What follows belongs to an exercise in optimizing a design on an open flow for small area; a production flow would make more cautious choices. In this exercise RTL edits were held to simulation tests only and were not proved equivalent to the original.

## flow/design.v (module list and top-level ports; edited modules follow where they fit)
// module tnr_front: 601 lines
// module tnr_step: 99 lines
// module tnr_step_small: 44 lines
// module tnr_mix: 225 lines
// module tnr_fa: 10 lines
// module tnr_ha: 9 lines
// module tnr_blend_top: 106 lines
module tnr_blend_top (
    input  logic        clk,
    input  logic        reset,
    input  logic        in_valid,
    input  logic [11:0] cur,
    input  logic [11:0] prev,
    input  logic [8:0]  blend_th0,
    input  logic [8:0]  blend_th1,
    output logic        out_valid,
    output logic [11:0] out_pixel
);
  // ...
==> flow/flow/run.sh <==
#!/bin/bash
# The standard layout (standard.sh, all steps) with two changes:
# - the buffer placed on every input and output port is the smallest buffer,
#   sky130_fd_sc_hd__buf_1, instead of the default clkdlybuf4s50_1;
# - clock tree synthesis does not add dummy load cells to the clock tree.
# All tool output goes to standard.log in this folder; ORFS keeps its own
# per-step logs under orfs/logs/.
export BUFFER_PORTS_ARGS="-buffer_cell sky130_fd_sc_hd__buf_1"
export CTS_ARGS="-sink_clustering_enable -repair_clock_nets -buf_list sky130_fd_sc_hd__clkbuf_8 -dont_use_dummy_load"
bash standard.sh > standard.log 2>&1
status=$?
tail -n 30 standard.log
exit $status
==> flow/standard.sh <==
#!/bin/bash
# synth_recipe.tcl (not shown) runs the flow's synth.tcl, then flattens the netlist and writes it again
# the make line also repeats each setting of config.mk as NAME=value (left out here)
make -C /OpenROAD-flow-scripts/flow DESIGN_CONFIG=/design/flow/config.mk WORK_HOME=/design/flow/orfs CLKGATE_MAP_FILE= SYNTH_SCRIPT=/design/flow/synth_recipe.tcl "${@:-finish}"
==> flow/config.mk <==
export PLATFORM = sky130hd
export DESIGN_NAME = tnr_blend_top
export DESIGN_NICKNAME = tnr_blend_top
export VERILOG_FILES = /design/flow/design.v
export SDC_FILE = /design/flow/constraint.sdc
export NUM_CORES = 4
export LEC_CHECK = 0
export CAP_MARGIN = 20
export CORE_MARGIN = 2
export CORE_UTILIZATION = 60
export CTS_BUF_LIST = sky130_fd_sc_hd__clkbuf_8
export GPL_TIMING_DRIVEN = 0
export SLEW_MARGIN = 20
export SYNTH_HIERARCHICAL = 1
==> flow/constraint.sdc <==
create_clock -name core_clock -period 5.0 [get_ports {clk}]
set_input_delay 1.0000 -clock core_clock [delete_from_list [all_inputs] [get_ports {clk}]]
set_output_delay 1.0000 -clock core_clock [all_outputs]
set_load 0.01 [all_outputs]
==> flow_summary.ini, run 1 <==
[run_status]
outcome = no timing/DRC/antenna violations

[worst_setup_path]
r2r_setup_slack_ns = 0.08
timing.rr.end = c8_q[0]
path_buf_inv = 2

[placed_design]
dp.cells = 1439
gp_congestion = 0.855
placed_cell_area_um2 = 11600

[cts]
clk_pin_slew_ns = 0.08
cts_root_buffer = clkbuf_8
cts_hold_buffers = 0

[timing]
fin_crit_ns = 4.92
fin_crit_sh = 0.984

[routing]
wl_met1_um = 10100

[finish]
seq_share = 0.215
seqCellArea_um2 = 2660
buffers = 96
design_area_um2 = 12400

[grt]
grt_pass1_vias = 7840
grtUsageMet3 = 0.0365
grt_pass1_wl_um = 36200
grt_util_all_layers = 0.225
met1_usage = 0.293
antenna_found_initial = 0
grt_use_met2 = 0.383

[floorplan]
top_level_ports = 58
die_area_um2 = 19500

[worst_hold_path]
hold_path_startpoint = c1_base[2]
hp-class = reg2reg

[synth]
syn_inst = 1149
==> module tnr_mix, before the edit <==
module tnr_mix (
    input  logic [7:0]  q,
    input  logic [9:0]  tm,
    input  logic [11:0] base,
    output logic [11:0] o
);
    wire pp_0_0 = q[0] & tm[0];
    wire pp_0_1 = q[0] & tm[1];
    wire pp_0_2 = q[0] & tm[2];
    wire pp_0_3 = q[0] & tm[3];
    wire pp_0_4 = q[0] & tm[4];
    wire pp_0_5 = q[0] & tm[5];
    wire pp_0_6 = q[0] & tm[6];
    wire pp_0_7 = q[0] & tm[7];
    wire pp_0_8 = q[0] & tm[8];
    wire ppn_0 = ~(q[0] & tm[9]);
    wire pp_1_0 = q[1] & tm[0];
    wire pp_1_1 = q[1] & tm[1];
    wire pp_1_2 = q[1] & tm[2];
    wire pp_1_3 = q[1] & tm[3];
    wire pp_1_4 = q[1] & tm[4];
    wire pp_1_5 = q[1] & tm[5];
    wire pp_1_6 = q[1] & tm[6];
    wire pp_1_7 = q[1] & tm[7];
    wire pp_1_8 = q[1] & tm[8];
    wire ppn_1 = ~(q[1] & tm[9]);
    wire pp_2_0 = q[2] & tm[0];
    wire pp_2_1 = q[2] & tm[1];
    wire pp_2_2 = q[2] & tm[2];
    wire pp_2_3 = q[2] & tm[3];
    wire pp_2_4 = q[2] & tm[4];
    wire pp_2_5 = q[2] & tm[5];
    wire pp_2_6 = q[2] & tm[6];
    wire pp_2_7 = q[2] & tm[7];
    wire pp_2_8 = q[2] & tm[8];
    wire ppn_2 = ~(q[2] & tm[9]);
    wire pp_3_0 = q[3] & tm[0];
    wire pp_3_1 = q[3] & tm[1];
    wire pp_3_2 = q[3] & tm[2];
    wire pp_3_3 = q[3] & tm[3];
    wire pp_3_4 = q[3] & tm[4];
    wire pp_3_5 = q[3] & tm[5];
    wire pp_3_6 = q[3] & tm[6];
    wire pp_3_7 = q[3] & tm[7];
    wire pp_3_8 = q[3] & tm[8];
    wire ppn_3 = ~(q[3] & tm[9]);
    wire pp_4_0 = q[4] & tm[0];
    wire pp_4_1 = q[4] & tm[1];
    wire pp_4_2 = q[4] & tm[2];
    wire pp_4_3 = q[4] & tm[3];
    wire pp_4_4 = q[4] & tm[4];
    wire pp_4_5 = q[4] & tm[5];
    wire pp_4_6 = q[4] & tm[6];
    wire pp_4_7 = q[4] & tm[7];
    wire pp_4_8 = q[4] & tm[8];
    wire ppn_4 = ~(q[4] & tm[9]);
    wire pp_5_0 = q[5] & tm[0];
    wire pp_5_1 = q[5] & tm[1];
    wire pp_5_2 = q[5] & tm[2];
    wire pp_5_3 = q[5] & tm[3];
    wire pp_5_4 = q[5] & tm[4];
    wire pp_5_5 = q[5] & tm[5];
    wire pp_5_6 = q[5] & tm[6];
    wire pp_5_7 = q[5] & tm[7];
    wire pp_5_8 = q[5] & tm[8];
    wire ppn_5 = ~(q[5] & tm[9]);
    wire pp_6_0 = q[6] & tm[0];
    wire pp_6_1 = q[6] & tm[1];
    wire pp_6_2 = q[6] & tm[2];
    wire pp_6_3 = q[6] & tm[3];
    wire pp_6_4 = q[6] & tm[4];
    wire pp_6_5 = q[6] & tm[5];
    wire pp_6_6 = q[6] & tm[6];
    wire pp_6_7 = q[6] & tm[7];
    wire pp_6_8 = q[6] & tm[8];
    wire ppn_6 = ~(q[6] & tm[9]);
    wire pp_7_0 = q[7] & tm[0];
    wire pp_7_1 = q[7] & tm[1];
    wire pp_7_2 = q[7] & tm[2];
    wire pp_7_3 = q[7] & tm[3];
    wire pp_7_4 = q[7] & tm[4];
    wire pp_7_5 = q[7] & tm[5];
    wire pp_7_6 = q[7] & tm[6];
    wire pp_7_7 = q[7] & tm[7];
    wire pp_7_8 = q[7] & tm[8];
    wire ppn_7 = ~(q[7] & tm[9]);
    wire fb_1, fb_2;
    tnr_ha i_fb_1 (.a(ppn_0), .b(pp_1_8), .s(fb_1), .co(fb_2));
    wire fb_3, fb_4;
    tnr_ha i_fb_3 (.a(pp_0_6), .b(pp_1_5), .s(fb_3), .co(fb_4));
    wire fb_5, fb_6;
    tnr_fa i_fb_5 (.a(pp_0_7), .b(pp_1_6), .c(pp_2_5), .s(fb_5), .co(fb_6));
    wire fb_7, fb_8;
    tnr_fa i_fb_7 (.a(pp_3_4), .b(pp_4_3), .c(pp_5_2), .s(fb_7), .co(fb_8));
    wire fb_9, fb_10;
    tnr_fa i_fb_9 (.a(pp_0_8), .b(pp_1_7), .c(pp_2_6), .s(fb_9), .co(fb_10));
    wire fb_11, fb_12;
    tnr_fa i_fb_11 (.a(pp_3_5), .b(pp_4_4), .c(pp_5_3), .s(fb_11), .co(fb_12));
    wire fb_13, fb_14;
    tnr_ha i_fb_13 (.a(pp_6_2), .b(pp_7_1), .s(fb_13), .co(fb_14));
    wire fb_15, fb_16;
    tnr_fa i_fb_15 (.a(pp_2_7), .b(pp_3_6), .c(pp_4_5), .s(fb_15), .co(fb_16));
    wire fb_17, fb_18;
    tnr_fa i_fb_17 (.a(pp_5_4), .b(pp_6_3), .c(pp_7_2), .s(fb_17), .co(fb_18));
    wire fb_19, fb_20;
    tnr_fa i_fb_19 (.a(base[1]), .b(1'b1), .c(fb_1), .s(fb_19), .co(fb_20));
    wire fb_21, fb_22;
    tnr_fa i_fb_21 (.a(ppn_1), .b(pp_2_8), .c(pp_3_7), .s(fb_21), .co(fb_22));
    wire fb_23, fb_24;
    tnr_fa i_fb_23 (.a(pp_4_6), .b(pp_5_5), .c(pp_6_4), .s(fb_23), .co(fb_24));
    wire fb_25, fb_26;
    tnr_fa i_fb_25 (.a(pp_7_3), .b(base[2]), .c(fb_2), .s(fb_25), .co(fb_26));
    wire fb_27, fb_28;
    tnr_fa i_fb_27 (.a(ppn_2), .b(pp_3_8), .c(pp_4_7), .s(fb_27), .co(fb_28));
    wire fb_29, fb_30;
    tnr_fa i_fb_29 (.a(pp_5_6), .b(pp_6_5), .c(pp_7_4), .s(fb_29), .co(fb_30));
    wire fb_31, fb_32;
    tnr_fa i_fb_31 (.a(ppn_3), .b(pp_4_8), .c(pp_5_7), .s(fb_31), .co(fb_32));
    wire fb_33, fb_34;
    tnr_ha i_fb_33 (.a(pp_0_4), .b(pp_1_3), .s(fb_33), .co(fb_34));
    wire fb_35, fb_36;
    tnr_fa i_fb_35 (.a(pp_0_5), .b(pp_1_4), .c(pp_2_3), .s(fb_35), .co(fb_36));
    wire fb_37, fb_38;
    tnr_ha i_fb_37 (.a(pp_3_2), .b(pp_4_1), .s(fb_37), .co(fb_38));
    wire fb_39, fb_40;
    tnr_fa i_fb_39 (.a(pp_2_4), .b(pp_3_3), .c(pp_4_2), .s(fb_39), .co(fb_40));
    wire fb_41, fb_42;
    tnr_fa i_fb_41 (.a(pp_5_1), .b(pp_6_0), .c(fb_3), .s(fb_41), .co(fb_42));
    wire fb_43, fb_44;
    tnr_fa i_fb_43 (.a(pp_6_1), .b(pp_7_0), .c(1'b1), .s(fb_43), .co(fb_44));
    wire fb_45, fb_46;
    tnr_fa i_fb_45 (.a(fb_4), .b(fb_5), .c(fb_7), .s(fb_45), .co(fb_46));
    wire fb_47, fb_48;
    tnr_fa i_fb_47 (.a(base[0]), .b(fb_6), .c(fb_8), .s(fb_47), .co(fb_48));
    wire fb_49, fb_50;
    tnr_fa i_fb_49 (.a(fb_9), .b(fb_11), .c(fb_13), .s(fb_49), .co(fb_50));
    wire fb_51, fb_52;
    tnr_fa i_fb_51 (.a(fb_10), .b(fb_12), .c(fb_14), .s(fb_51), .co(fb_52));
    wire fb_53, fb_54;
    tnr_fa i_fb_53 (.a(fb_15), .b(fb_17), .c(fb_19), .s(fb_53), .co(fb_54));
    wire fb_55, fb_56;
    tnr_fa i_fb_55 (.a(fb_16), .b(fb_18), .c(fb_20), .s(fb_55), .co(fb_56));
    wire fb_57, fb_58;
    tnr_fa i_fb_57 (.a(fb_21), .b(fb_23), .c(fb_25), .s(fb_57), .co(fb_58));
    wire fb_59, fb_60;
    tnr_fa i_fb_59 (.a(base[3]), .b(fb_22), .c(fb_24), .s(fb_59), .co(fb_60));
    wire fb_61, fb_62;
    tnr_fa i_fb_61 (.a(fb_26), .b(fb_27), .c(fb_29), .s(fb_61), .co(fb_62));
    wire fb_63, fb_64;
    tnr_fa i_fb_63 (.a(pp_6_6), .b(pp_7_5), .c(base[4]), .s(fb_63), .co(fb_64));
    wire fb_65, fb_66;
    tnr_fa i_fb_65 (.a(fb_28), .b(fb_30), .c(fb_31), .s(fb_65), .co(fb_66));
    wire fb_67, fb_68;
    tnr_fa i_fb_67 (.a(ppn_4), .b(pp_5_8), .c(pp_6_7), .s(fb_67), .co(fb_68));
    wire fb_69, fb_70;
    tnr_fa i_fb_69 (.a(pp_7_6), .b(base[5]), .c(fb_32), .s(fb_69), .co(fb_70));
    wire fb_71, fb_72;
    tnr_fa i_fb_71 (.a(ppn_5), .b(pp_6_8), .c(pp_7_7), .s(fb_71), .co(fb_72));
    wire fb_73, fb_74;
    tnr_ha i_fb_73 (.a(pp_0_3), .b(pp_1_2), .s(fb_73), .co(fb_74));
    wire fb_75, fb_76;
    tnr_fa i_fb_75 (.a(pp_2_2), .b(pp_3_1), .c(pp_4_0), .s(fb_75), .co(fb_76));
    wire fb_77, fb_78;
    tnr_fa i_fb_77 (.a(pp_5_0), .b(fb_34), .c(fb_35), .s(fb_77), .co(fb_78));
    wire fb_79, fb_80;
    tnr_fa i_fb_79 (.a(fb_36), .b(fb_38), .c(fb_39), .s(fb_79), .co(fb_80));
    wire fb_81, fb_82;
    tnr_fa i_fb_81 (.a(fb_40), .b(fb_42), .c(fb_43), .s(fb_81), .co(fb_82));
    wire fb_83, fb_84;
    tnr_fa i_fb_83 (.a(fb_44), .b(fb_46), .c(fb_47), .s(fb_83), .co(fb_84));
    wire fb_85, fb_86;
    tnr_fa i_fb_85 (.a(fb_48), .b(fb_50), .c(fb_51), .s(fb_85), .co(fb_86));
    wire fb_87, fb_88;
    tnr_fa i_fb_87 (.a(fb_52), .b(fb_54), .c(fb_55), .s(fb_87), .co(fb_88));
    wire fb_89, fb_90;
    tnr_fa i_fb_89 (.a(fb_56), .b(fb_58), .c(fb_59), .s(fb_89), .co(fb_90));
    wire fb_91, fb_92;
    tnr_fa i_fb_91 (.a(fb_60), .b(fb_62), .c(fb_63), .s(fb_91), .co(fb_92));
    wire fb_93, fb_94;
    tnr_fa i_fb_93 (.a(fb_64), .b(fb_66), .c(fb_67), .s(fb_93), .co(fb_94));
    wire fb_95, fb_96;
    tnr_fa i_fb_95 (.a(base[6]), .b(fb_68), .c(fb_70), .s(fb_95), .co(fb_96));
    wire fb_97, fb_98;
    tnr_fa i_fb_97 (.a(ppn_6), .b(pp_7_8), .c(base[7]), .s(fb_97), .co(fb_98));
    wire fb_99, fb_100;
    tnr_ha i_fb_99 (.a(pp_0_2), .b(pp_1_1), .s(fb_99), .co(fb_100));
    wire fb_101, fb_102;
    tnr_fa i_fb_101 (.a(pp_2_1), .b(pp_3_0), .c(fb_73), .s(fb_101), .co(fb_102));
    wire fb_103, fb_104;
    tnr_fa i_fb_103 (.a(fb_33), .b(fb_74), .c(fb_75), .s(fb_103), .co(fb_104));
    wire fb_105, fb_106;
    tnr_fa i_fb_105 (.a(fb_37), .b(fb_76), .c(fb_77), .s(fb_105), .co(fb_106));
    wire fb_107, fb_108;
    tnr_fa i_fb_107 (.a(fb_41), .b(fb_78), .c(fb_79), .s(fb_107), .co(fb_108));
    wire fb_109, fb_110;
    tnr_fa i_fb_109 (.a(fb_45), .b(fb_80), .c(fb_81), .s(fb_109), .co(fb_110));
    wire fb_111, fb_112;
    tnr_fa i_fb_111 (.a(fb_49), .b(fb_82), .c(fb_83), .s(fb_111), .co(fb_112));
    wire fb_113, fb_114;
    tnr_fa i_fb_113 (.a(fb_53), .b(fb_84), .c(fb_85), .s(fb_113), .co(fb_114));
    wire fb_115, fb_116;
    tnr_fa i_fb_115 (.a(fb_57), .b(fb_86), .c(fb_87), .s(fb_115), .co(fb_116));
    wire fb_117, fb_118;
    tnr_fa i_fb_117 (.a(fb_61), .b(fb_88), .c(fb_89), .s(fb_117), .co(fb_118));
    wire fb_119, fb_120;
    tnr_fa i_fb_119 (.a(fb_65), .b(fb_90), .c(fb_91), .s(fb_119), .co(fb_120));
    wire fb_121, fb_122;
    tnr_fa i_fb_121 (.a(fb_69), .b(fb_92), .c(fb_93), .s(fb_121), .co(fb_122));
    wire fb_123, fb_124;
    tnr_fa i_fb_123 (.a(fb_71), .b(fb_94), .c(fb_95), .s(fb_123), .co(fb_124));
    wire fb_125, fb_126;
    tnr_fa i_fb_125 (.a(fb_72), .b(fb_96), .c(fb_97), .s(fb_125), .co(fb_126));
    wire fb_127, fb_128;
    tnr_fa i_fb_127 (.a(ppn_7), .b(base[8]), .c(fb_98), .s(fb_127), .co(fb_128));
    wire fb_129, fb_130;
    tnr_ha i_fb_129 (.a(base[9]), .b(1'b1), .s(fb_129), .co(fb_130));
    wire fb_131, fb_132;
    tnr_ha i_fb_131 (.a(base[10]), .b(1'b1), .s(fb_131), .co(fb_132));
    wire fb_133, fb_134;
    tnr_ha i_fb_133 (.a(base[11]), .b(1'b1), .s(fb_133), .co(fb_134));
    wire [19:0] fb_ra = {fb_132, fb_130, fb_128, fb_126, fb_124, fb_122, fb_120, fb_118, fb_116, fb_114, fb_112, fb_110, fb_108, fb_106, fb_104, fb_102, fb_100, pp_2_0, pp_0_1, pp_0_0};
    wire [19:0] fb_rb = {fb_133, fb_131, fb_129, fb_127, fb_125, fb_123, fb_121, fb_119, fb_117, fb_115, fb_113, fb_111, fb_109, fb_107, fb_105, fb_103, fb_101, fb_99, pp_1_0, 1'b0};
    wire [19:0] fb_y = fb_ra + fb_rb;
    assign o = fb_y[19:8];
endmodule
==> module tnr_blend_top, before the edit <==
module tnr_blend_top (
    input  logic        clk,
    input  logic        reset,
    input  logic        in_valid,
    input  logic [11:0] cur,
    input  logic [11:0] prev,
    input  logic [8:0]  blend_th0,
    input  logic [8:0]  blend_th1,
    output logic        out_valid,
    output logic [11:0] out_pixel
);
    logic [11:0] f_base;
    logic [9:0]  f_tm;
    logic [8:0]  f_r;
    logic [8:0]  f_dv;
    tnr_front i_front (
        .cur       (cur),
        .prev      (prev),
        .blend_th0 (blend_th0),
        .blend_th1 (blend_th1),
        .base      (f_base),
        .tm        (f_tm),
        .r         (f_r),
        .dv        (f_dv)
    );
    logic [8:0] r1;
    logic       qb1;
    tnr_step_small i_step1 (.r(f_r), .dv(f_dv), .rn(r1), .q(qb1));
    logic        c1_v;
    logic [11:0] c1_base;
    logic [9:0]  c1_tm;
    logic [8:0]  c1_r;
    logic [8:0]  c1_dv;
    logic [0:0]  c1_q;
    always_ff @(posedge clk) begin
        if (reset) c1_v <= 1'b0;
        else       c1_v <= in_valid;
    end
    always_ff @(posedge clk) begin
        c1_base <= f_base;
        c1_tm   <= f_tm;
        c1_r    <= r1;
        c1_dv   <= f_dv;
        c1_q    <= {qb1};
    end
    logic [8:0] r2;
    logic       qb2;
    tnr_step_small i_step2 (.r(c1_r), .dv(c1_dv), .rn(r2), .q(qb2));
    logic [8:0] r3;
    logic       qb3;
    tnr_step_small i_step3 (.r(r2), .dv(c1_dv), .rn(r3), .q(qb3));
    logic [8:0] r4;
    logic       qb4;
    tnr_step_small i_step4 (.r(r3), .dv(c1_dv), .rn(r4), .q(qb4));
    logic        c4_v;
    logic [11:0] c4_base;
    logic [9:0]  c4_tm;
    logic [8:0]  c4_r;
    logic [8:0]  c4_dv;
    logic [3:0]  c4_q;
    always_ff @(posedge clk) begin
        if (reset) c4_v <= 1'b0;
        else       c4_v <= c1_v;
    end
    always_ff @(posedge clk) begin
        c4_base <= c1_base;
        c4_tm   <= c1_tm;
        c4_r    <= r4;
        c4_dv   <= c1_dv;
        c4_q    <= {c1_q[0], qb2, qb3, qb4};
    end
    logic [8:0] r5;
    logic       qb5;
    tnr_step i_step5 (.r(c4_r), .dv(c4_dv), .rn(r5), .q(qb5));
    logic [8:0] r6;
    logic       qb6;
    tnr_step i_step6 (.r(r5), .dv(c4_dv), .rn(r6), .q(qb6));
    logic [8:0] r7;
    logic       qb7;
    tnr_step i_step7 (.r(r6), .dv(c4_dv), .rn(r7), .q(qb7));
    logic [8:0] r8;
    logic       qb8;
    tnr_step i_step8 (.r(r7), .dv(c4_dv), .rn(r8), .q(qb8));
    logic        c8_v;
    logic [11:0] c8_base;
    logic [9:0]  c8_tm;
    logic [7:0]  c8_q;
    always_ff @(posedge clk) begin
        if (reset) c8_v <= 1'b0;
        else       c8_v <= c4_v;
    end
    always_ff @(posedge clk) begin
        c8_base <= c4_base;
        c8_tm   <= c4_tm;
        c8_q    <= {c4_q[3], c4_q[2], c4_q[1], c4_q[0], qb5, qb6, qb7, qb8};
    end
    logic [11:0] mix;
    tnr_mix i_mix (.q({c8_q[7], c8_q[6], c8_q[5], c8_q[4], c8_q[3], c8_q[2], c8_q[1], c8_q[0]}), .tm(c8_tm), .base(c8_base), .o(mix));
    always_ff @(posedge clk) begin
        if (reset) out_valid <= 1'b0;
        else       out_valid <= c8_v;
    end
    always_ff @(posedge clk) begin
        out_pixel <= mix;
    end
endmodule
==> run 2, diff against run 1 <==
--- a/flow/design.v
+++ b/flow/design.v
@@ -746,2 +746,99 @@
 endmodule
+module tnr_qstep (
+    input  logic [8:0] r,
+    input  logic [8:0] dv,
+    output logic       q
+);
+    wire [9:0] s0_an = {r, 1'b1};
+    wire [9:0] s0_a = ~s0_an;
+    wire [9:0] s0_d = {1'b0, dv};
+    wire [9:0] s0_g = ~s0_a & s0_d;
+    wire [9:0] s0_pp = ~s0_a | s0_d;
+    wire [9:0] s0_G1, s0_P1;
+    assign s0_G1[0] = s0_g[0];
+    assign s0_P1[0] = s0_pp[0];
+    assign s0_G1[1] = s0_g[1] | (s0_pp[1] & s0_g[0]);
+    assign s0_P1[1] = s0_pp[1] & s0_pp[0];
+    assign s0_G1[2] = s0_g[2] | (s0_pp[2] & s0_g[1]);
+    assign s0_P1[2] = s0_pp[2] & s0_pp[1];
+    assign s0_G1[3] = s0_g[3] | (s0_pp[3] & s0_g[2]);
+    assign s0_P1[3] = s0_pp[3] & s0_pp[2];
+    assign s0_G1[4] = s0_g[4] | (s0_pp[4] & s0_g[3]);
+    assign s0_P1[4] = s0_pp[4] & s0_pp[3];
+    assign s0_G1[5] = s0_g[5] | (s0_pp[5] & s0_g[4]);
+    assign s0_P1[5] = s0_pp[5] & s0_pp[4];
+    assign s0_G1[6] = s0_g[6] | (s0_pp[6] & s0_g[5]);
+    assign s0_P1[6] = s0_pp[6] & s0_pp[5];
+    assign s0_G1[7] = s0_g[7] | (s0_pp[7] & s0_g[6]);
+    assign s0_P1[7] = s0_pp[7] & s0_pp[6];
+    assign s0_G1[8] = s0_g[8] | (s0_pp[8] & s0_g[7]);
+    assign s0_P1[8] = s0_pp[8] & s0_pp[7];
+    assign s0_G1[9] = s0_g[9] | (s0_pp[9] & s0_g[8]);
+    assign s0_P1[9] = s0_pp[9] & s0_pp[8];
+    wire [9:0] s0_G2, s0_P2;
+    assign s0_G2[0] = s0_G1[0];
+    assign s0_P2[0] = s0_P1[0];
+    assign s0_G2[1] = s0_G1[1];
+    assign s0_P2[1] = s0_P1[1];
+    assign s0_G2[2] = s0_G1[2] | (s0_P1[2] & s0_G1[0]);
+    assign s0_P2[2] = s0_P1[2] & s0_P1[0];
+    assign s0_G2[3] = s0_G1[3] | (s0_P1[3] & s0_G1[1]);
+    assign s0_P2[3] = s0_P1[3] & s0_P1[1];
+    assign s0_G2[4] = s0_G1[4] | (s0_P1[4] & s0_G1[2]);
+    assign s0_P2[4] = s0_P1[4] & s0_P1[2];
+    assign s0_G2[5] = s0_G1[5] | (s0_P1[5] & s0_G1[3]);
+    assign s0_P2[5] = s0_P1[5] & s0_P1[3];
+    assign s0_G2[6] = s0_G1[6] | (s0_P1[6] & s0_G1[4]);
+    assign s0_P2[6] = s0_P1[6] & s0_P1[4];
+    assign s0_G2[7] = s0_G1[7] | (s0_P1[7] & s0_G1[5]);
+    assign s0_P2[7] = s0_P1[7] & s0_P1[5];
+    assign s0_G2[8] = s0_G1[8] | (s0_P1[8] & s0_G1[6]);
+    assign s0_P2[8] = s0_P1[8] & s0_P1[6];
+    assign s0_G2[9] = s0_G1[9] | (s0_P1[9] & s0_G1[7]);
+    assign s0_P2[9] = s0_P1[9] & s0_P1[7];
+    wire [9:0] s0_G3, s0_P3;
+    assign s0_G3[0] = s0_G2[0];
+    assign s0_P3[0] = s0_P2[0];
+    assign s0_G3[1] = s0_G2[1];
+    assign s0_P3[1] = s0_P2[1];
+    assign s0_G3[2] = s0_G2[2];
+    assign s0_P3[2] = s0_P2[2];
+    assign s0_G3[3] = s0_G2[3];
+    assign s0_P3[3] = s0_P2[3];
+    assign s0_G3[4] = s0_G2[4] | (s0_P2[4] & s0_G2[0]);
+    assign s0_P3[4] = s0_P2[4] & s0_P2[0];
+    assign s0_G3[5] = s0_G2[5] | (s0_P2[5] & s0_G2[1]);
+    assign s0_P3[5] = s0_P2[5] & s0_P2[1];
+    assign s0_G3[6] = s0_G2[6] | (s0_P2[6] & s0_G2[2]);
+    assign s0_P3[6] = s0_P2[6] & s0_P2[2];
+    assign s0_G3[7] = s0_G2[7] | (s0_P2[7] & s0_G2[3]);
+    assign s0_P3[7] = s0_P2[7] & s0_P2[3];
+    assign s0_G3[8] = s0_G2[8] | (s0_P2[8] & s0_G2[4]);
+    assign s0_P3[8] = s0_P2[8] & s0_P2[4];
+    assign s0_G3[9] = s0_G2[9] | (s0_P2[9] & s0_G2[5]);
+    assign s0_P3[9] = s0_P2[9] & s0_P2[5];
+    wire [9:0] s0_G4, s0_P4;
+    assign s0_G4[0] = s0_G3[0];
+    assign s0_P4[0] = s0_P3[0];
+    assign s0_G4[1] = s0_G3[1];
+    assign s0_P4[1] = s0_P3[1];
+    assign s0_G4[2] = s0_G3[2];
+    assign s0_P4[2] = s0_P3[2];
+    assign s0_G4[3] = s0_G3[3];
+    assign s0_P4[3] = s0_P3[3];
+    assign s0_G4[4] = s0_G3[4];
+    assign s0_P4[4] = s0_P3[4];
+    assign s0_G4[5] = s0_G3[5];
+    assign s0_P4[5] = s0_P3[5];
+    assign s0_G4[6] = s0_G3[6];
+    assign s0_P4[6] = s0_P3[6];
+    assign s0_G4[7] = s0_G3[7];
+    assign s0_P4[7] = s0_P3[7];
+    assign s0_G4[8] = s0_G3[8] | (s0_P3[8] & s0_G3[0]);
+    assign s0_P4[8] = s0_P3[8] & s0_P3[0];
+    assign s0_G4[9] = s0_G3[9] | (s0_P3[9] & s0_G3[1]);
+    assign s0_P4[9] = s0_P3[9] & s0_P3[1];
+    wire [9:0] s0_bin = {s0_G4[8:0], 1'b0};
+    assign q = ~s0_G4[9];
+endmodule
 module tnr_mix (
@@ -968,4 +1065,77 @@
     wire [19:0] fb_rb = {fb_133, fb_131, fb_129, fb_127, fb_125, fb_123, fb_121, fb_119, fb_117, fb_115, fb_113, fb_111, fb_109, fb_107, fb_105, fb_103, fb_101, fb_99, pp_1_0, 1'b0};
-    wire [19:0] fb_y = fb_ra + fb_rb;
-    assign o = fb_y[19:8];
+    wire [19:0] cp_a = {fb_ra[19], fb_ra[18], fb_ra[17], fb_ra[16], fb_ra[15], fb_ra[14], fb_ra[13], fb_ra[12], fb_ra[11], fb_ra[10], fb_ra[9], fb_ra[8], fb_ra[7], fb_ra[6], fb_ra[5], fb_ra[4], fb_ra[3], fb_ra[2], fb_ra[1], fb_ra[0]};
+    wire [19:0] cp_b = {fb_rb[19], fb_rb[18], fb_rb[17], fb_rb[16], fb_rb[15], fb_rb[14], fb_rb[13], fb_rb[12], fb_rb[11], fb_rb[10], fb_rb[9], fb_rb[8], fb_rb[7], fb_rb[6], fb_rb[5], fb_rb[4], fb_rb[3], fb_rb[2], fb_rb[1], fb_rb[0]};
+    wire [19:0] cp_g = cp_a & cp_b;
+    wire [19:0] cp_x = cp_a ^ cp_b;
+    wire [19:0] cp_g0 = {cp_g[19:1], cp_g[0] | (cp_x[0] & 1'b0)};
+    wire cp_n1g = cp_g0[1] | (cp_x[1] & cp_g0[0]);
+    wire cp_n1p = cp_x[1] & cp_x[0];
+    wire cp_n2g = cp_g0[3] | (cp_x[3] & cp_g0[2]);
+    wire cp_n2p = cp_x[3] & cp_x[2];
+    wire cp_n3g = cp_g0[5] | (cp_x[5] & cp_g0[4]);
+    wire cp_n3p = cp_x[5] & cp_x[4];
+    wire cp_n4g = cp_g0[7] | (cp_x[7] & cp_g0[6]);
+    wire cp_n4p = cp_x[7] & cp_x[6];
+    wire cp_n5g = cp_g0[9] | (cp_x[9] & cp_g0[8]);
+    wire cp_n5p = cp_x[9] & cp_x[8];
+    wire cp_n6g = cp_g0[11] | (cp_x[11] & cp_g0[10]);
+    wire cp_n6p = cp_x[11] & cp_x[10];
+    wire cp_n7g = cp_g0[13] | (cp_x[13] & cp_g0[12]);
+    wire cp_n7p = cp_x[13] & cp_x[12];
+    wire cp_n8g = cp_g0[15] | (cp_x[15] & cp_g0[14]);
+    wire cp_n8p = cp_x[15] & cp_x[14];
+    wire cp_n9g = cp_g0[17] | (cp_x[17] & cp_g0[16]);
+    wire cp_n9p = cp_x[17] & cp_x[16];
+    wire cp_n10g = cp_g0[19] | (cp_x[19] & cp_g0[18]);
+    wire cp_n10p = cp_x[19] & cp_x[18];
+    wire cp_n11g = cp_n2g | (cp_n2p & cp_n1g);
+    wire cp_n11p = cp_n2p & cp_n1p;
+    wire cp_n12g = cp_n4g | (cp_n4p & cp_n3g);
+    wire cp_n12p = cp_n4p & cp_n3p;
+    wire cp_n13g = cp_n6g | (cp_n6p & cp_n5g);
+    wire cp_n13p = cp_n6p & cp_n5p;
+    wire cp_n14g = cp_n8g | (cp_n8p & cp_n7g);
+    wire cp_n14p = cp_n8p & cp_n7p;
+    wire cp_n15g = cp_n10g | (cp_n10p & cp_n9g);
+    wire cp_n15p = cp_n10p & cp_n9p;
+    wire cp_n16g = cp_n12g | (cp_n12p & cp_n11g);
+    wire cp_n16p = cp_n12p & cp_n11p;
+    wire cp_n17g = cp_n14g | (cp_n14p & cp_n13g);
+    wire cp_n17p = cp_n14p & cp_n13p;
+    wire cp_n18g = cp_n17g | (cp_n17p & cp_n16g);
+    wire cp_n18p = cp_n17p & cp_n16p;
+    wire cp_n19g = cp_n13g | (cp_n13p & cp_n16g);
+    wire cp_n19p = cp_n13p & cp_n16p;
+    wire cp_n20g = cp_n15g | (cp_n15p & cp_n18g);
+    wire cp_n20p = cp_n15p & cp_n18p;
+    wire cp_n21g = cp_n3g | (cp_n3p & cp_n11g);
+    wire cp_n21p = cp_n3p & cp_n11p;
+    wire cp_n22g = cp_n5g | (cp_n5p & cp_n16g);
+    wire cp_n22p = cp_n5p & cp_n16p;
+    wire cp_n23g = cp_n7g | (cp_n7p & cp_n19g);
+    wire cp_n23p = cp_n7p & cp_n19p;
+    wire cp_n24g = cp_n9g | (cp_n9p & cp_n18g);
+    wire cp_n24p = cp_n9p & cp_n18p;
+    wire cp_n25g = cp_g0[2] | (cp_x[2] & cp_n1g);
+    wire cp_n25p = cp_x[2] & cp_n1p;
+    wire cp_n26g = cp_g0[4] | (cp_x[4] & cp_n11g);
+    wire cp_n26p = cp_x[4] & cp_n11p;
+    wire cp_n27g = cp_g0[6] | (cp_x[6] & cp_n21g);
+    wire cp_n27p = cp_x[6] & cp_n21p;
+    wire cp_n28g = cp_g0[8] | (cp_x[8] & cp_n16g);
+    wire cp_n28p = cp_x[8] & cp_n16p;
+    wire cp_n29g = cp_g0[10] | (cp_x[10] & cp_n22g);
+    wire cp_n29p = cp_x[10] & cp_n22p;
+    wire cp_n30g = cp_g0[12] | (cp_x[12] & cp_n19g);
+    wire cp_n30p = cp_x[12] & cp_n19p;
+    wire cp_n31g = cp_g0[14] | (cp_x[14] & cp_n23g);
+    wire cp_n31p = cp_x[14] & cp_n23p;
+    wire cp_n32g = cp_g0[16] | (cp_x[16] & cp_n18g);
+    wire cp_n32p = cp_x[16] & cp_n18p;
+    wire cp_n33g = cp_g0[18] | (cp_x[18] & cp_n24g);
+    wire cp_n33p = cp_x[18] & cp_n24p;
+    wire [19:0] cp_GF = {cp_n20g, cp_n33g, cp_n24g, cp_n32g, cp_n18g, cp_n31g, cp_n23g, cp_n30g, cp_n19g, cp_n29g, cp_n22g, cp_n28g, cp_n16g, cp_n27g, cp_n21g, cp_n26g, cp_n11g, cp_n25g, cp_n1g, cp_g0[0]};
+    wire [19:0] cp_cin = {cp_GF[18:0], 1'b0};
+    wire [19:0] cp_s = cp_x ^ cp_cin;
+    assign o = {cp_s[19], cp_s[18], cp_s[17], cp_s[16], cp_s[15], cp_s[14], cp_s[13], cp_s[12], cp_s[11], cp_s[10], cp_s[9], cp_s[8]};
 endmodule
@@ -1072,3 +1242,4 @@
     logic       qb8;
-    tnr_step i_step8 (.r(r7), .dv(c4_dv), .rn(r8), .q(qb8));
+    tnr_qstep i_step8 (.r(r7), .dv(c4_dv), .q(qb8));
+    assign r8 = '0;
     logic        c8_v;
--- a/flow/config.mk
+++ b/flow/config.mk
@@ -9,5 +9,6 @@
 export CORE_MARGIN = 2
-export CORE_UTILIZATION = 60
+export CORE_UTILIZATION = 75
 export CTS_BUF_LIST = sky130_fd_sc_hd__clkbuf_8
 export GPL_TIMING_DRIVEN = 0
+export PLACE_DENSITY = 0.82
 export SLEW_MARGIN = 20
==> flow_summary.ini, run 2 <==
[floorplan]
row_count = 43
die_x_um = 124
die_area_um2 = 15400
core_um2 = 14000
start_util = 0.775
top_level_ports = 58
die_h_um = 124

[synth]
synth_common_cells = dfxtp_1, nor2_1, fa_1
yosysTopAreaCellShare = 0.242
ys_warn_count = 7
synth_seq_cells = 131
synth_most_common_cell = dfxtp_1
synth-main-ff-cell = dfxtp_1
netlist_area_um2 = 10800
synth-edff-count = 0
synth_area_leader_cell = dfxtp_1
ys_seq_area_frac = 0.242
synth_area_leaders = dfxtp_1, fa_1, ha_1
syn_inst = 1127
async_flop_share = 0
postSynthAreaPerCell_um2 = 9.62
synth_cell_type_count = 72

[finish]
seqCellArea_um2 = 2640
drive_gt1_frac = 0.134
num-fill-cells = 827
diodes = 0
area_growth_pct = 9.68
final_common_cell = dfxtp_1
multi_input_area_um2 = 8090
postLayoutCoreUtil = 0.850
nets = 1443
layout_common_cells = dfxtp_1, nor2_1, fa_1

[timing]
fin_crit_sh = 0.960
hold_violations = 0
fin_skew_ns = 0.0243
rsz0062_at_grt = true
max_freq_mhz = 208
tns_ns = 0
drv_slew = 0
maxSlewHeadroom = 0.542
setup_violations = 0
worst_pin_slew_ns = 0.682
fin_crit_ns = 4.80

[cts]
numCtsBuffers = 17
insertion_delay_ns = 0.41
clk_pin_slew_ns = 0.08
cts_root_buffer = clkbuf_8
clockBufferDepth = 2
htreeDepth = 4
tritoncts = done
cts_sinks = 131

[worst_setup_path]
r2r_setup_slack_ns = 0.20
path_cells = maj3_2 > o211ai_2 > a211oi_1 > o21a_4 > nor2_1 > xor2_1 > or2_2 > o221ai_1 > a211oi_2 > o21a_4 > nor2_2 > xor2_2 > buf_4 > a21o_1 > a21oi_2 > a211oi_2 > o21a_4 > nor2_1 > xor2_1 > o22a_2 > o21ai_2 > o32ai_2 > o21ai_1
arrival_ns = 5.09
cp_slowest_stage_delay_ns = 0.39
crit_family = compound AO/OA/AOI/OAI gates
cp-startpoint = c4_dv[0]
path_buf_inv = 1
critPathKind = reg2reg
required_ns = 5.29
worst_path_max_delay_cell = dfxtp_4
crit_path_end_kind = flip-flop
crit-reg2reg-launch = c4_dv[0]
timing.rr.end = c8_q[0]
crit_path_start_kind = flip-flop
path_max_fanout = 10
rr_worst_depth = 23
cpMostUsedCell = o21a_4

[grt]
grt-ovfl-total = 0
grt_pass1_wl_um = 36500
grt_pass1_vias = 8202
grt_util_all_layers = 0.284
antenna_found_initial = 0
grt_start_max_net_pins = 24

[job]
maxCapViolations = 0

[placed_design]
gp_congestion = 0.904
port_buffers = 57
dp_hpwl_um = 17200

[run_status]
outcome = no timing/DRC/antenna violations

[worst_hold_path]
min_path_cells = 0
hp-class = reg2reg
worstHoldEndpoint = c4_q[3]
hold_path_startpoint = c1_q

[routing]
dr_total_vias = 8310
vias_per_cell = 5.94
drc = 0
ant_nets = 0
wire_per_inst_um = 15.8
routed_wl_um = 22200
drt_iter0_drc = 455
firstDrtPassIters = 5
-- run 2: final cells by class --
class                   count  area share
repair buffers             71      0.0268
inverters                  84      0.0265
flip-flops and latches    131       0.222
plain buffers               8     0.00526
clock buffers              17      0.0197
well taps                 180      0.0189
multi-input cells         908       0.681
-- run 2: logic make-up after synthesis --
logic type,Yosys count,synth area share
other,1,0.000346
flip-flops,131,0.242
multiplexers,25,0.0250
AND/OR/NAND/NOR,320,0.150
AO/OA/AOI/OAI,228,0.151
XOR/XNOR,138,0.111
buffers and inverters,92,0.0347
adder cells (fa/ha/maj),192,0.285
-- run 2: layer usage --
layer	wire length [um]	GRT usage	up-vias
li1	-	-	4015
met1	9390	0.351	4060
met2	11500	0.513	193
met3	764	0.0387	42
met4	469	0.0919	0
met5	0	0	-
-- run 2: timing repair --
action / CTS / global route
hold buffers: 0 / 0
pin swaps: 1 / 13
resized for setup: 9 / 53
setup endpoints to repair: 2 / 22
buffers inserted: 2 / 12
-- run 2: how the worst max path moves through the flow --
stage | endpoint | cells after the start
5_1_grt | c4_r[8] | 18
2_1_floorplan | c8_q[0] | 22
4_1_cts | c8_q[0] | 22
3_5_place_dp | c8_q[0] | 22
3_3_place_gp | c8_q[0] | 22
6_report | c8_q[0] | 23
-- run 2: stage by stage --
| step | hold slack, ns | cell area, um^2 | setup WS, ns | instances |
|---|---|---|---|---|
| after global placement | 0.310 | 11300 | -0.293 | 1368 |
| final | 0.296 | 11900 | 0.199 | 1399 |
| after CTS | 0.295 | 11600 | 0.00491 | 1387 |
| after floorplan | 0.310 | 10900 | 0.374 | 1131 |
| after detailed placement | 0.312 | 11300 | -0.341 | 1368 |
| after global routing | 0.304 | 11900 | -0.0966 | 1399 |
-- run 2: worst reg2reg max path: stages (launching register included) --
cell	delay, ns
dfxtp_4	0.39
maj3_2	0.37
o211ai_2	0.21
a211oi_1	0.12
o21a_4	0.25
nor2_1	0.15
xor2_1	0.27
or2_2	0.21
o221ai_1	0.15
a211oi_2	0.21
o21a_4	0.23
nor2_2	0.08
xor2_2	0.19
buf_4	0.14
a21o_1	0.18
a21oi_2	0.18
a211oi_2	0.10
o21a_4	0.26
nor2_1	0.14
xor2_1	0.26
o22a_2	0.18
o21ai_2	0.06
o32ai_2	0.26
o21ai_1	0.11
-- run 2: Yosys stat by module, one instance, submodules excluded --
module | area [um^2] | cells inside | flip-flops and latches
tnr_front | 2780 | 320 | 0
tnr_blend_top | 2650 | 135 | 131
tnr_mix | 1090 | 147 | 0
tnr_step | 440 | 66 | 0
tnr_step_small | 405 | 61 | 0
tnr_qstep | 113 | 16 | 0
tnr_fa | 20.0 | 1 | 0
tnr_ha | 12.5 | 1 | 0
==> run 3, diff against run 2 <==
--- a/flow/config.mk
+++ b/flow/config.mk
@@ -9,6 +9,5 @@
 export CORE_MARGIN = 2
-export CORE_UTILIZATION = 75
+export CORE_UTILIZATION = 60
 export CTS_BUF_LIST = sky130_fd_sc_hd__clkbuf_8
 export GPL_TIMING_DRIVEN = 0
-export PLACE_DENSITY = 0.82
 export SLEW_MARGIN = 20
==> flow_summary.ini, run 3 <==
[timing]
fin_crit_sh = 0.967
max_freq_mhz = 207
drv_slew = 0
rsz0062_at_grt = true
holdWs_ns = 0.297
maxSlewHeadroom = 0.587
fin_skew_ns = 0.0229
setup_violations = 0
hold_violations = 0
fin_crit_ns = 4.84
worst_pin_slew_ns = 0.615

[cts]
cts_sinks = 131
insertion_delay_ns = 0.42
htreeDepth = 4
tritoncts = done
numCtsBuffers = 17
clockBufferDepth = 2
cts_root_buffer = clkbuf_8
cts_hold_buffers = 0
clk_pin_slew_ns = 0.07

[floorplan]
die_h_um = 138
row_count = 49
core_um2 = 17800
die_area_um2 = 19200
die_x_um = 138
start_util = 0.608
top_level_ports = 58

[job]
maxCapViolations = 0

[grt]
grt-ovfl-total = 0
antenna_found_initial = 0
grt_start_max_net_pins = 24
grt_pass1_vias = 7822
grt_util_all_layers = 0.227
grt_pass1_wl_um = 36100

[finish]
layout_common_cells = dfxtp_1, nor2_1, fa_1
multi_input_area_um2 = 8050
diodes = 0
num-fill-cells = 1557
final_common_cell = dfxtp_1
nets = 1445
postLayoutCoreUtil = 0.668
drive_gt1_frac = 0.130
seqCellArea_um2 = 2640
area_growth_pct = 9.96

[worst_setup_path]
required_ns = 5.30
crit-reg2reg-launch = c4_dv[3]
crit_path_start_kind = flip-flop
arrival_ns = 5.14
rr_worst_depth = 22
worst_path_max_delay_cell = dfxtp_2
critPathKind = reg2reg
endpoint = c8_q[0]
path_cells = a31o_2 > a21oi_1 > a211oi_1 > o21a_4 > nor2_1 > xor2_2 > a31oi_1 > nor2_1 > maj3_2 > o21a_4 > nor2_1 > xor2_2 > o22a_1 > o2111ai_1 > nor3_1 > a41oi_1 > a31oi_1 > xor2_1 > o22a_2 > o21ai_2 > o32ai_2 > o21ai_1
cp_slowest_stage_delay_ns = 0.56
path_max_fanout = 20
cp-startpoint = c4_dv[3]
timing.rr.end = c8_q[0]
crit_path_end_kind = flip-flop
cpMostUsedCell = nor2_1
r2r_setup_slack_ns = 0.16

[routing]
dr_total_vias = 7889
firstDrtPassIters = 4
drt_iter0_drc = 333
vias_per_cell = 5.44
drc = 0
top_layer = met4
wl_met2_um = 10200
met3_length_um = 524
ant_nets = 0
wl_met1_um = 9690
routed_wl_um = 20700
wire_per_inst_um = 14.3

[synth]
synth_area_leaders = dfxtp_1, fa_1, ha_1
postSynthAreaPerCell_um2 = 9.62
synth_cell_type_count = 72
synth_common_cells = dfxtp_1, nor2_1, fa_1
ys_warn_count = 7
synth_area_leader_cell = dfxtp_1
async_flop_share = 0
netlist_area_um2 = 10800
ys_seq_area_frac = 0.242
synth-main-ff-cell = dfxtp_1
synth_seq_cells = 131
synth-edff-count = 0
syn_inst = 1127
synth_most_common_cell = dfxtp_1
yosysTopAreaCellShare = 0.242

[placed_design]
dp_hpwl_um = 17300
gp_congestion = 0.838
port_buffers = 57

[run_status]
outcome = no timing/DRC/antenna violations

[worst_hold_path]
hp-class = reg2reg
run 3: layout make-up:
cell class,instances,share of cell area
clock buffers,17,0.0196
repair buffers,73,0.0280
plain buffers,8,0.00514
multi-input cells,908,0.676
well taps,229,0.0240
flip-flops and latches,131,0.221
inverters,84,0.0265
run 3: through the flow:
step / cells / TNS (ns) / instance area [um^2] / setup WS, ns
5_1_grt: 1450 / -0.0950 / 11900 / -0.0950
6_report: 1450 / 0 / 11900 / 0.164
3_3_place_gp: 1417 / -1.45 / 11400 / -0.367
3_5_place_dp: 1417 / -2.35 / 11400 / -0.461
4_1_cts: 1438 / 0 / 11700 / 0.00412
2_1_floorplan: 1131 / 0 / 10900 / 0.374
run 3: logic make-up after synthesis:
family	count (synthesis)	synth area share
other	1	0.000346
muxes	25	0.0250
and+or+nand+nor	320	0.150
adders and majority gates	192	0.285
xor gates and xnor gates	138	0.111
buffers and inverters	92	0.0347
DFF	131	0.242
AOI/OAI and AO/OA	228	0.151
run 3: worst min path at each step:
| stage | start | endpoint | slack (ns) | cells past startpoint |
|---|---|---|---|---|
| floorplan | c1_base[0] | c4_base[0] | 0.31 | 0 |
| global placement | c4_base[11] | c8_base[11] | 0.31 | 0 |
| detailed placement | c1_tm[0] | c4_tm[0] | 0.31 | 0 |
| CTS | c1_tm[0] | c4_tm[0] | 0.30 | 0 |
| global route | c1_tm[0] | c4_tm[0] | 0.30 | 0 |
| finish | c1_q | c4_q[3] | 0.30 | 0 |
run 3: per-module statistics from Yosys, one instance, submodules excluded:
| module | cells | copies in the design | cell area (um^2) | flip-flops and latches |
|---|---|---|---|---|
| tnr_qstep | 16 | 1 | 113 | 0 |
| tnr_step | 66 | 3 | 440 | 0 |
| tnr_mix | 147 | 1 | 1090 | 0 |
| tnr_ha | 1 | 10 | 12.5 | 0 |
| tnr_fa | 1 | 57 | 20.0 | 0 |
| tnr_front | 320 | 1 | 2780 | 0 |
| tnr_step_small | 61 | 4 | 405 | 0 |
| tnr_blend_top | 135 | 1 | 2650 | 131 |
run 3: critical path: cells and delay by family, from the launching register on:
| family | cells | cell delay, ns |
|---|---|---|
| and+or+nand+nor | 4 | 0.54 |
| xor gates and xnor gates | 3 | 0.67 |
| DFF | 1 | 0.56 |
| AOI/OAI and AO/OA | 14 | 2.63 |
| adders and majority gates | 1 | 0.32 |
run 3: per-layer routing:
layer / vias up / global-route usage
met2: 101 / 0.394
met1: 3761 / 0.297
met5: - / 0
met3: 23 / 0.0378
met4: 0 / 0.0591
li1: 4004 / -
run 3: what timing repair did:
action | CTS | global route
gates cloned | 0 | 0
setup buffers | 4 | 12
setup endpoints to repair | 9 | 18
pin swaps | 1 | 8
gates resized for setup | 15 | 35

## what the ideal ports hide
The results above use ideal ports. As a check the final layouts listed here were re-extracted and re-timed, cells and wires unchanged.
Step 1: set_driving_cell puts a clkbuf_16 on clk and a buf_2 on each other input, an assumption about the parent block.
Step 2 also shifts input and output timing later by t, the mid clock arrival at the registers, as if the neighbouring blocks saw the same clock.
Three values: no drivers, after step 1, after step 2; two values: the first two.
| run | shift t [ns] | slack for setup (ns) | worst setup path after step 2 |
|---|---|---|---|
| run 1 | 0.449 | 0.078 / 0.078 / -0.109 | input to register |
| run 2 | 0.444 | 0.199 / 0.199 / -0.213 | input to register |
| run 3 | 0.457 | 0.164 / 0.164 / -0.191 | input to register |
Met with ideal ports but missed after step 2: setup timing in every run listed. For run 2, which loses most, drivers alone change the setup slack by 0.000 ns; drivers and shift together by -0.412 ns.
